Background: an optimization exercise with open tools, aiming at small area and a short achievable clock period. Do not read the settings as production practice. Function was checked by simulation only, so behaviour that the tests miss may differ from the original. Power and IR drop assume default switching activity.

==> run F: inputs <==
==> flow/design.v <==
`timescale 1ns/1ps
package cpu_pkg;
    localparam int reg_width = 32;
    localparam int reg_count = 16;
    localparam int imm_width = 16;
    localparam int pc_step   = 4;
    typedef logic [reg_width-1:0] t_reg;
    typedef logic [$clog2(reg_count)-1:0] t_reg_index;
    typedef t_reg t_regs [reg_count];
    typedef enum logic [1:0] {
        IT_BOTTOM   = 2'd0,
        IT_TOP      = 2'd1,
        IT_UNSIGNED = 2'd2,
        IT_SIGNED   = 2'd3
    } t_imm_type;
    typedef enum logic [3:0] {
        OP_NOP  = 4'h0,
        OP_ADD  = 4'h1,
        OP_SUB  = 4'h2,
        OP_AND  = 4'h3,
        OP_OR   = 4'h4,
        OP_XOR  = 4'h5,
        OP_LDI  = 4'h6,
        OP_JUMP = 4'h7,
        OP_BZ   = 4'h8
    } t_opcode;
    typedef struct packed {
        t_opcode                opcode;
        t_reg_index             rd;
        t_reg_index             rs1;
        t_reg_index             rs2;
        logic [imm_width-1:0]   imm;
    } t_instr;
    typedef struct packed {
        logic                   write;
        logic                   write_immediate;
        t_reg_index             index;
        t_reg                   data;
        logic [imm_width-1:0]   imm;
        t_imm_type              imm_type;
    } t_reg_update;
    typedef struct packed {
        logic                   jump;
        logic                   inc;
        logic                   branch;
        t_reg                   jump_target;
        logic [imm_width-1:0]   branch_offset;
    } t_pc_update;
endpackage
`timescale 1ns/1ps
module rf_decode (
    input  logic [3:0]  idx,
    input  logic [15:0] valid,
    output logic [15:0] sel
);
    always_comb begin
        for (int i = 0; i < 16; i++) sel[i] = (idx == 4'(i)) && valid[i];
    end
endmodule
module rf_mux (
    input  logic [15:0]  sel,
    input  logic [255:0] d,
    output logic [15:0]  q
);
    always_comb begin
        q = '0;
        for (int i = 0; i < 16; i++) q = q | (d[16*i +: 16] & {16{sel[i]}});
    end
endmodule
module rf_next (
    input  logic        we,
    input  logic        valid,
    input  logic [15:0] wd,
    input  logic [15:0] q,
    output logic [15:0] d
);
    assign d = we ? wd : (q & {16{valid}});
endmodule
module register_file (
    input  logic                 clock,
    input  logic                 reset,
    input  logic                 write_lo,
    input  logic                 write_hi,
    input  cpu_pkg::t_reg_index  write_index,
    input  cpu_pkg::t_reg        write_data,
    input  cpu_pkg::t_reg_index  read1_index,
    input  cpu_pkg::t_reg_index  read2_index,
    input  cpu_pkg::t_reg_index  read3_index,
    output cpu_pkg::t_reg        read1_data,
    output cpu_pkg::t_reg        read2_data,
    output cpu_pkg::t_reg        read3_data
);
    localparam int N = cpu_pkg::reg_count;
    localparam int H = cpu_pkg::reg_width / 2;
    logic [N*H-1:0] regs_lo;
    logic [N*H-1:0] regs_hi;
    logic [N*H-1:0] next_lo;
    logic [N*H-1:0] next_hi;
    logic [N-1:0]   valid_lo;
    logic [N-1:0]   valid_hi;
    logic [N-1:0]   we_lo;
    logic [N-1:0]   we_hi;
    always_comb begin
        for (int i = 0; i < N; i++) begin
            we_lo[i] = write_lo && (write_index == cpu_pkg::t_reg_index'(i));
            we_hi[i] = write_hi && (write_index == cpu_pkg::t_reg_index'(i));
        end
    end
    always_ff @(posedge clock or posedge reset) begin
        if (reset) begin
            valid_lo <= '0;
            valid_hi <= '0;
        end else begin
            valid_lo <= valid_lo | we_lo;
            valid_hi <= valid_hi | we_hi;
        end
    end
    for (genvar i = 0; i < N; i++) begin : g_next
        rf_next u_lo (.we(we_lo[i]), .valid(valid_lo[i]), .wd(write_data[H-1:0]),
                      .q(regs_lo[H*i +: H]), .d(next_lo[H*i +: H]));
        rf_next u_hi (.we(we_hi[i]), .valid(valid_hi[i]), .wd(write_data[2*H-1:H]),
                      .q(regs_hi[H*i +: H]), .d(next_hi[H*i +: H]));
    end
    always_ff @(posedge clock) begin
        regs_lo <= next_lo;
        regs_hi <= next_hi;
    end
    cpu_pkg::t_reg_index ridx [3];
    logic [N-1:0]        sel_lo [3];
    logic [N-1:0]        sel_hi [3];
    cpu_pkg::t_reg       rdata [3];
    assign ridx[0] = read1_index;
    assign ridx[1] = read2_index;
    assign ridx[2] = read3_index;
    for (genvar p = 0; p < 3; p++) begin : g_read
        rf_decode u_dec_lo (.idx(ridx[p]), .valid(valid_lo), .sel(sel_lo[p]));
        rf_decode u_dec_hi (.idx(ridx[p]), .valid(valid_hi), .sel(sel_hi[p]));
        rf_mux u_mux_lo (.sel(sel_lo[p]), .d(regs_lo), .q(rdata[p][H-1:0]));
        rf_mux u_mux_hi (.sel(sel_hi[p]), .d(regs_hi), .q(rdata[p][2*H-1:H]));
    end
    assign read1_data = rdata[0];
    assign read2_data = rdata[1];
    assign read3_data = rdata[2];
endmodule
`timescale 1ns/1ps
module program_counter (
    input  logic          clock,
    input  logic          reset,
    input  logic          pc_hold,
    input  logic          pc_jump,
    input  logic          pc_branch,
    input  cpu_pkg::t_reg jump_target,
    input  logic [cpu_pkg::imm_width-1:0] branch_offset,
    output cpu_pkg::t_reg pc
);
    cpu_pkg::t_reg pc_q;
    cpu_pkg::t_reg branch_offset_ext;
    assign pc = pc_q;
    assign branch_offset_ext = {
        {(cpu_pkg::reg_width-cpu_pkg::imm_width){branch_offset[cpu_pkg::imm_width-1]}},
        branch_offset
    };
    always_ff @(posedge clock or posedge reset) begin
        if (reset) begin
            pc_q <= '0;
        end else if (!pc_hold) begin
            if (pc_jump)        pc_q <= jump_target;
            else if (pc_branch) pc_q <= pc_q + branch_offset_ext;
            else                pc_q <= pc_q + cpu_pkg::t_reg'(cpu_pkg::pc_step);
        end
    end
endmodule
`timescale 1ns/1ps
module execute_unit (
    input  cpu_pkg::t_instr      instr,
    input  logic                 instr_valid,
    input  cpu_pkg::t_reg        rs1_data,
    input  cpu_pkg::t_reg        rs2_data,
    output logic                 write_lo,
    output logic                 write_hi,
    output cpu_pkg::t_reg        write_data,
    output logic                 pc_jump,
    output logic                 pc_branch,
    output logic                 pc_hold
);
    localparam int H = cpu_pkg::imm_width;
    logic is_alu, is_ldi, is_jump, is_bz, is_sub;
    logic use_sum, use_g, use_p;
    logic [1:0] kind;
    cpu_pkg::t_reg sum, g, p, imm_value;
    assign is_alu  = instr.opcode == cpu_pkg::OP_ADD || instr.opcode == cpu_pkg::OP_SUB ||
                     instr.opcode == cpu_pkg::OP_AND || instr.opcode == cpu_pkg::OP_OR ||
                     instr.opcode == cpu_pkg::OP_XOR;
    assign is_ldi  = instr.opcode == cpu_pkg::OP_LDI;
    assign is_jump = instr.opcode == cpu_pkg::OP_JUMP;
    assign is_bz   = instr.opcode == cpu_pkg::OP_BZ;
    assign is_sub  = instr.opcode == cpu_pkg::OP_SUB;
    assign kind    = instr.rs2[1:0];
    cpu_pkg::t_reg a1, x, pp;
    logic [31:0] gl [6];
    logic [31:0] pl [6];
    logic [31:0] carry;
    assign a1 = rs1_data ^ {cpu_pkg::reg_width{is_sub}};
    assign g  = a1 & rs2_data;
    assign pp = a1 ^ rs2_data;
    assign x  = rs1_data ^ rs2_data;
    assign p  = x;
    always_comb begin
        gl[0] = g;
        pl[0] = pp;
        for (int l = 0; l < 5; l++) begin
            for (int i = 0; i < 32; i++) begin
                if (i >= (1 << l)) begin
                    gl[l+1][i] = gl[l][i] | (pl[l][i] & gl[l][i - (1 << l)]);
                    pl[l+1][i] = pl[l][i] & pl[l][i - (1 << l)];
                end else begin
                    gl[l+1][i] = gl[l][i];
                    pl[l+1][i] = pl[l][i];
                end
            end
        end
        carry = {gl[5][30:0], 1'b0};
    end
    assign sum = x ^ carry;
    assign use_sum = instr.opcode == cpu_pkg::OP_ADD || instr.opcode == cpu_pkg::OP_SUB;
    assign use_g   = instr.opcode == cpu_pkg::OP_AND || instr.opcode == cpu_pkg::OP_OR;
    assign use_p   = instr.opcode == cpu_pkg::OP_OR  || instr.opcode == cpu_pkg::OP_XOR;
    assign imm_value[H-1:0] = instr.imm;
    always_comb begin
        case (kind)
            cpu_pkg::IT_TOP:    imm_value[2*H-1:H] = instr.imm;
            cpu_pkg::IT_SIGNED: imm_value[2*H-1:H] = {H{instr.imm[H-1]}};
            default:            imm_value[2*H-1:H] = '0;
        endcase
    end
    assign write_data = ({cpu_pkg::reg_width{use_sum}} & sum) |
                        ({cpu_pkg::reg_width{use_g}}   & g)   |
                        ({cpu_pkg::reg_width{use_p}}   & p)   |
                        ({cpu_pkg::reg_width{is_ldi}}  & imm_value);
    assign write_lo  = instr_valid && (is_alu || (is_ldi && kind != cpu_pkg::IT_TOP));
    assign write_hi  = instr_valid && (is_alu || (is_ldi && kind != cpu_pkg::IT_BOTTOM));
    assign pc_hold   = !instr_valid;
    assign pc_jump   = is_jump;
    assign pc_branch = is_bz && (rs1_data == '0);
endmodule
`timescale 1ns/1ps
module exec_core (
    input  logic       clock,
    input  logic       reset,
    input  cpu_pkg::t_instr     instr,
    input  logic       instr_valid,
    input  cpu_pkg::t_reg_index dbg_index,
    output cpu_pkg::t_reg       dbg_data,
    output cpu_pkg::t_reg       pc
);
    cpu_pkg::t_reg rs1_data;
    cpu_pkg::t_reg rs2_data;
    cpu_pkg::t_reg write_data;
    logic          write_lo, write_hi;
    logic          pc_jump, pc_branch, pc_hold;
    register_file u_register_file (
        .clock       (clock),
        .reset       (reset),
        .write_lo    (write_lo),
        .write_hi    (write_hi),
        .write_index (instr.rd),
        .write_data  (write_data),
        .read1_index (instr.rs1),
        .read2_index (instr.rs2),
        .read3_index (dbg_index),
        .read1_data  (rs1_data),
        .read2_data  (rs2_data),
        .read3_data  (dbg_data)
    );
    program_counter u_program_counter (
        .clock         (clock),
        .reset         (reset),
        .pc_hold       (pc_hold),
        .pc_jump       (pc_jump),
        .pc_branch     (pc_branch),
        .jump_target   (rs1_data),
        .branch_offset (instr.imm),
        .pc            (pc)
    );
    execute_unit u_execute_unit (
        .instr       (instr),
        .instr_valid (instr_valid),
        .rs1_data    (rs1_data),
        .rs2_data    (rs2_data),
        .write_lo    (write_lo),
        .write_hi    (write_hi),
        .write_data  (write_data),
        .pc_jump     (pc_jump),
        .pc_branch   (pc_branch),
        .pc_hold     (pc_hold)
    );
endmodule
==> flow/run.sh <==
#!/bin/bash
# synth_recipe.tcl (not shown) runs the flow's synth.tcl, then flattens the netlist and writes it again
# the make line also repeats each setting of config.mk as NAME=value (left out here)
make -C /OpenROAD-flow-scripts/flow DESIGN_CONFIG=/design/flow/config.mk WORK_HOME=/design/flow/orfs CLKGATE_MAP_FILE= SYNTH_SCRIPT=/design/flow/synth_recipe.tcl finish
==> flow/config.mk <==
export PLATFORM = sky130hd
export DESIGN_NAME = exec_core
export DESIGN_NICKNAME = exec_core
export VERILOG_FILES = /design/flow/design.v
export SDC_FILE = /design/flow/constraint.sdc
export NUM_CORES = 4
export LEC_CHECK = 0
export CAP_MARGIN = 20
export CORE_MARGIN = 2
export CORE_UTILIZATION = 50
export SETUP_SLACK_MARGIN = 3.8
export SLEW_MARGIN = 20
export SYNTH_HIERARCHICAL = 1
==> flow/constraint.sdc <==
create_clock -name core_clock -period 8.0 [get_ports {clock}]
set_input_delay 1.6000 -clock core_clock [delete_from_list [all_inputs] [get_ports {clock}]]
set_output_delay 1.6000 -clock core_clock [all_outputs]
set_load 0.01 [all_outputs]
==> run Y (differences from run F) <==
==> flow/design.v, changed modules only <==
module program_counter (
    input  logic          clock,
    input  logic          reset,
    input  logic          pc_hold,
    input  logic          pc_jump,
    input  logic          pc_branch,
    input  cpu_pkg::t_reg jump_target,
    input  logic [cpu_pkg::imm_width-1:0] branch_offset,
    output cpu_pkg::t_reg pc
);
    cpu_pkg::t_reg pc_q;
    cpu_pkg::t_reg pc_next;
    cpu_pkg::t_reg pc_step;
    cpu_pkg::t_reg pc_branch_target;
    logic [15:0] hi_inc, hi_dec, lo_branch;
    logic [13:0] lo_step;
    logic        lo_step_carry, lo_branch_carry;
    assign pc = pc_q;
    assign hi_inc = pc_q[31:16] + 16'd1;
    assign hi_dec = pc_q[31:16] - 16'd1;
    assign {lo_step_carry, lo_step} = {1'b0, pc_q[15:2]} + 15'd1;
    assign pc_step = {lo_step_carry ? hi_inc : pc_q[31:16], lo_step, pc_q[1:0]};
    assign {lo_branch_carry, lo_branch} = {1'b0, pc_q[15:0]} + {1'b0, branch_offset};
    always_comb begin
        case ({lo_branch_carry, branch_offset[15]})
            2'b10:   pc_branch_target[31:16] = hi_inc;
            2'b01:   pc_branch_target[31:16] = hi_dec;
            default: pc_branch_target[31:16] = pc_q[31:16];
        endcase
        pc_branch_target[15:0] = lo_branch;
    end
    always_comb begin
        if (pc_jump)        pc_next = jump_target;
        else if (pc_branch) pc_next = pc_branch_target;
        else                pc_next = pc_step;
    end
    always_ff @(posedge clock or posedge reset) begin
        if (reset) begin
            pc_q <= '0;
        end else if (!pc_hold) begin
            pc_q <= pc_next;
        end
    end
endmodule
module pfx_aoi (
    input  logic g,
    input  logic p,
    input  logic g_prev,
    input  logic p_prev,
    output logic g_n,
    output logic p_n
);
    assign g_n = ~(g | (p & g_prev));
    assign p_n = ~(p & p_prev);
endmodule
module pfx_oai (
    input  logic g_n,
    input  logic p_n,
    input  logic g_prev_n,
    input  logic p_prev_n,
    output logic g,
    output logic p
);
    assign g = ~(g_n & (p_n | g_prev_n));
    assign p = ~(p_n | p_prev_n);
endmodule
module execute_unit (
    input  cpu_pkg::t_instr      instr,
    input  logic                 instr_valid,
    input  cpu_pkg::t_reg        rs1_data,
    input  cpu_pkg::t_reg        rs2_data,
    output logic                 write_lo,
    output logic                 write_hi,
    output cpu_pkg::t_reg        write_data,
    output logic                 pc_jump,
    output logic                 pc_branch,
    output logic                 pc_hold
);
    localparam int H = cpu_pkg::imm_width;
    logic is_alu, is_ldi, is_jump, is_bz, is_sub;
    logic use_sum, use_g, use_p;
    logic [1:0] kind;
    cpu_pkg::t_reg sum, g, p, imm_value;
    assign is_alu  = instr.opcode == cpu_pkg::OP_ADD || instr.opcode == cpu_pkg::OP_SUB ||
                     instr.opcode == cpu_pkg::OP_AND || instr.opcode == cpu_pkg::OP_OR ||
                     instr.opcode == cpu_pkg::OP_XOR;
    assign is_ldi  = instr.opcode == cpu_pkg::OP_LDI;
    assign is_jump = instr.opcode == cpu_pkg::OP_JUMP;
    assign is_bz   = instr.opcode == cpu_pkg::OP_BZ;
    assign is_sub  = instr.opcode == cpu_pkg::OP_SUB;
    assign kind    = instr.rs2[1:0];
    cpu_pkg::t_reg a1, x, pp;
    logic [31:0] gl [6];
    logic [31:0] pl [6];
    logic [31:0] carry;
    assign a1 = rs1_data ^ {cpu_pkg::reg_width{is_sub}};
    assign g  = a1 & rs2_data;
    assign pp = a1 ^ rs2_data;
    assign x  = rs1_data ^ rs2_data;
    assign p  = x;
    for (genvar l = 0; l < 5; l++) begin : g_level
        for (genvar i = 0; i < 32; i++) begin : g_bit
            if (i >= (1 << l)) begin : g_cell
                if (l % 2 == 0) begin : g_aoi
                    pfx_aoi u_cell (.g(gl[l][i]), .p(pl[l][i]), .g_prev(gl[l][i - (1 << l)]),
                                    .p_prev(pl[l][i - (1 << l)]), .g_n(gl[l+1][i]), .p_n(pl[l+1][i]));
                end else begin : g_oai
                    pfx_oai u_cell (.g_n(gl[l][i]), .p_n(pl[l][i]), .g_prev_n(gl[l][i - (1 << l)]),
                                    .p_prev_n(pl[l][i - (1 << l)]), .g(gl[l+1][i]), .p(pl[l+1][i]));
                end
            end else begin : g_pass
                assign gl[l+1][i] = ~gl[l][i];
                assign pl[l+1][i] = ~pl[l][i];
            end
        end
    end
    assign gl[0] = g;
    assign pl[0] = pp;
    assign carry = {~gl[5][30:0], 1'b0};
    assign sum = x ^ carry;
    assign use_sum = instr.opcode == cpu_pkg::OP_ADD || instr.opcode == cpu_pkg::OP_SUB;
    assign use_g   = instr.opcode == cpu_pkg::OP_AND || instr.opcode == cpu_pkg::OP_OR;
    assign use_p   = instr.opcode == cpu_pkg::OP_OR  || instr.opcode == cpu_pkg::OP_XOR;
    assign imm_value[H-1:0] = instr.imm;
    always_comb begin
        case (kind)
            cpu_pkg::IT_TOP:    imm_value[2*H-1:H] = instr.imm;
            cpu_pkg::IT_SIGNED: imm_value[2*H-1:H] = {H{instr.imm[H-1]}};
            default:            imm_value[2*H-1:H] = '0;
        endcase
    end
    assign write_data = ({cpu_pkg::reg_width{use_sum}} & sum) |
                        ({cpu_pkg::reg_width{use_g}}   & g)   |
                        ({cpu_pkg::reg_width{use_p}}   & p)   |
                        ({cpu_pkg::reg_width{is_ldi}}  & imm_value);
    assign write_lo  = instr_valid && (is_alu || (is_ldi && kind != cpu_pkg::IT_TOP));
    assign write_hi  = instr_valid && (is_alu || (is_ldi && kind != cpu_pkg::IT_BOTTOM));
    assign pc_hold   = !instr_valid;
    assign pc_jump   = is_jump;
    assign pc_branch = is_bz && (rs1_data == '0);
endmodule
==> flow/flow/run.sh (new file) <==
#!/bin/bash
# The standard layout, with two changes to how it is made:
#  - the input and output ports get a plain buffer (buf_4) rather than the
#    delay cell buffer_ports would pick, and
#  - timing repair may swap a cell for one of another footprint, so that
#    port buffers and slow gates can be replaced by faster ones.
# The clock period, constraints, power grid and synthesis are the standard flow's own.
set -uo pipefail
bash standard.sh MATCH_CELL_FOOTPRINT=0 \
    "BUFFER_PORTS_ARGS=-buffer_cell sky130_fd_sc_hd__buf_4" \
    finish > standard_flow.log 2>&1
rc=$?
tail -n 20 standard_flow.log
exit $rc
==> flow/standard.sh (new file) <==
#!/bin/bash
# synth_recipe.tcl (not shown) runs the flow's synth.tcl, then flattens the netlist and writes it again
# the make line also repeats each setting of config.mk as NAME=value (left out here)
make -C /OpenROAD-flow-scripts/flow DESIGN_CONFIG=/design/flow/config.mk WORK_HOME=/design/flow/orfs CLKGATE_MAP_FILE= SYNTH_SCRIPT=/design/flow/synth_recipe.tcl "${@:-finish}"
- SETUP_SLACK_MARGIN: 3.8 -> 4.0
- TNS_END_PERCENT: unset -> 10
removed: flow/run.sh
==> notes.md <==
STA:
- The number of pins exceeding their max-slew limit in the final report is 2.
- Setup slack on the critical path of the routed design comes to 2.405 ns.

Layout:
- The final cell utilization of the core is 0.6443.
- From synthesis to final layout, the design area changed by 27.05%.

Pwr:
- The largest share of the power goes to sequential cells.

Critical path:
- For this design, the slowest cell found on the critical path is sky130_fd_sc_hd__a311o_2.

Clocking:
- Post-CTS timing repair inserted 196 buffers for setup.

Route:
- The first TritonRoute pass finished after 10 iterations.
- Summed over all nets, wire length on met2 after detailed routing comes to 66.17 mm.
- The wire length on met3 is 22.06 mm.

Synth:
- The cell type contributing the most total cell area after synthesis is sky130_fd_sc_hd__dfxtp_1.

Outcome:
- The flow ran to the end, but the layout failed its checks.
- The layout checks failed on max-slew violations.
(the above is from run F)
==> notes.md <==
Pwr:
- The group drawing the most power is clock.
- The static leakage is 16.13 nW.
- The combinational group share of total power is 0.164.

Route:
- In the detailed route, the total length drawn on met3 is 23.10 mm.
- Summed over all nets, wire length on met2 after detailed routing comes to 66.17 mm.
- The first TritonRoute pass finished after 7 iterations.

STA:
- The worst path meets setup with 2.829 ns of slack.
- The number of pins exceeding their max-slew limit in the final report is 0.

Layout:
- The relative area change from synthesis to final layout is 21.21%.
- The final cell utilization of the core is 0.6144.

Worst hold path:
- The path with the worst hold slack has its endpoint at u_register_file.regs_hi[221].

Outcome:
- The flow ran to the end and the layout has no timing, DRC or antenna violations.

Clocking:
- The worst-skew pair later-pin latency is 0.63 ns.
(the above is from run Y)

[afterwards: timing with drivers on the ports]
The flow's constraints put no driver on any port. The routed layouts listed below were extracted and timed again, unchanged, in two steps.
Step 1 assumes that a clkbuf_16 drives the clock port and a buf_2 every other input.
Step 2, shift: input delay + t, output delay - t, t = (earliest + latest rising clock arrival at the registers) / 2. This alone moves slack from input paths to output paths.
Slacks: ideal / step 1 / step 2; pairs: ideal / step 1.
run | t (ns) | setup WS [ns] | hold slack, ns
run F | 0.679 | 2.405 / 2.413 / 1.734 | 0.506 / 0.506 / 0.506
run Y | 0.686 | 2.829 / 2.809 / 2.247 | 0.505 / 0.505 / 0.505
For run F, which loses most, drivers alone change the setup slack by +0.008 ns; drivers and shift together by -0.671 ns.
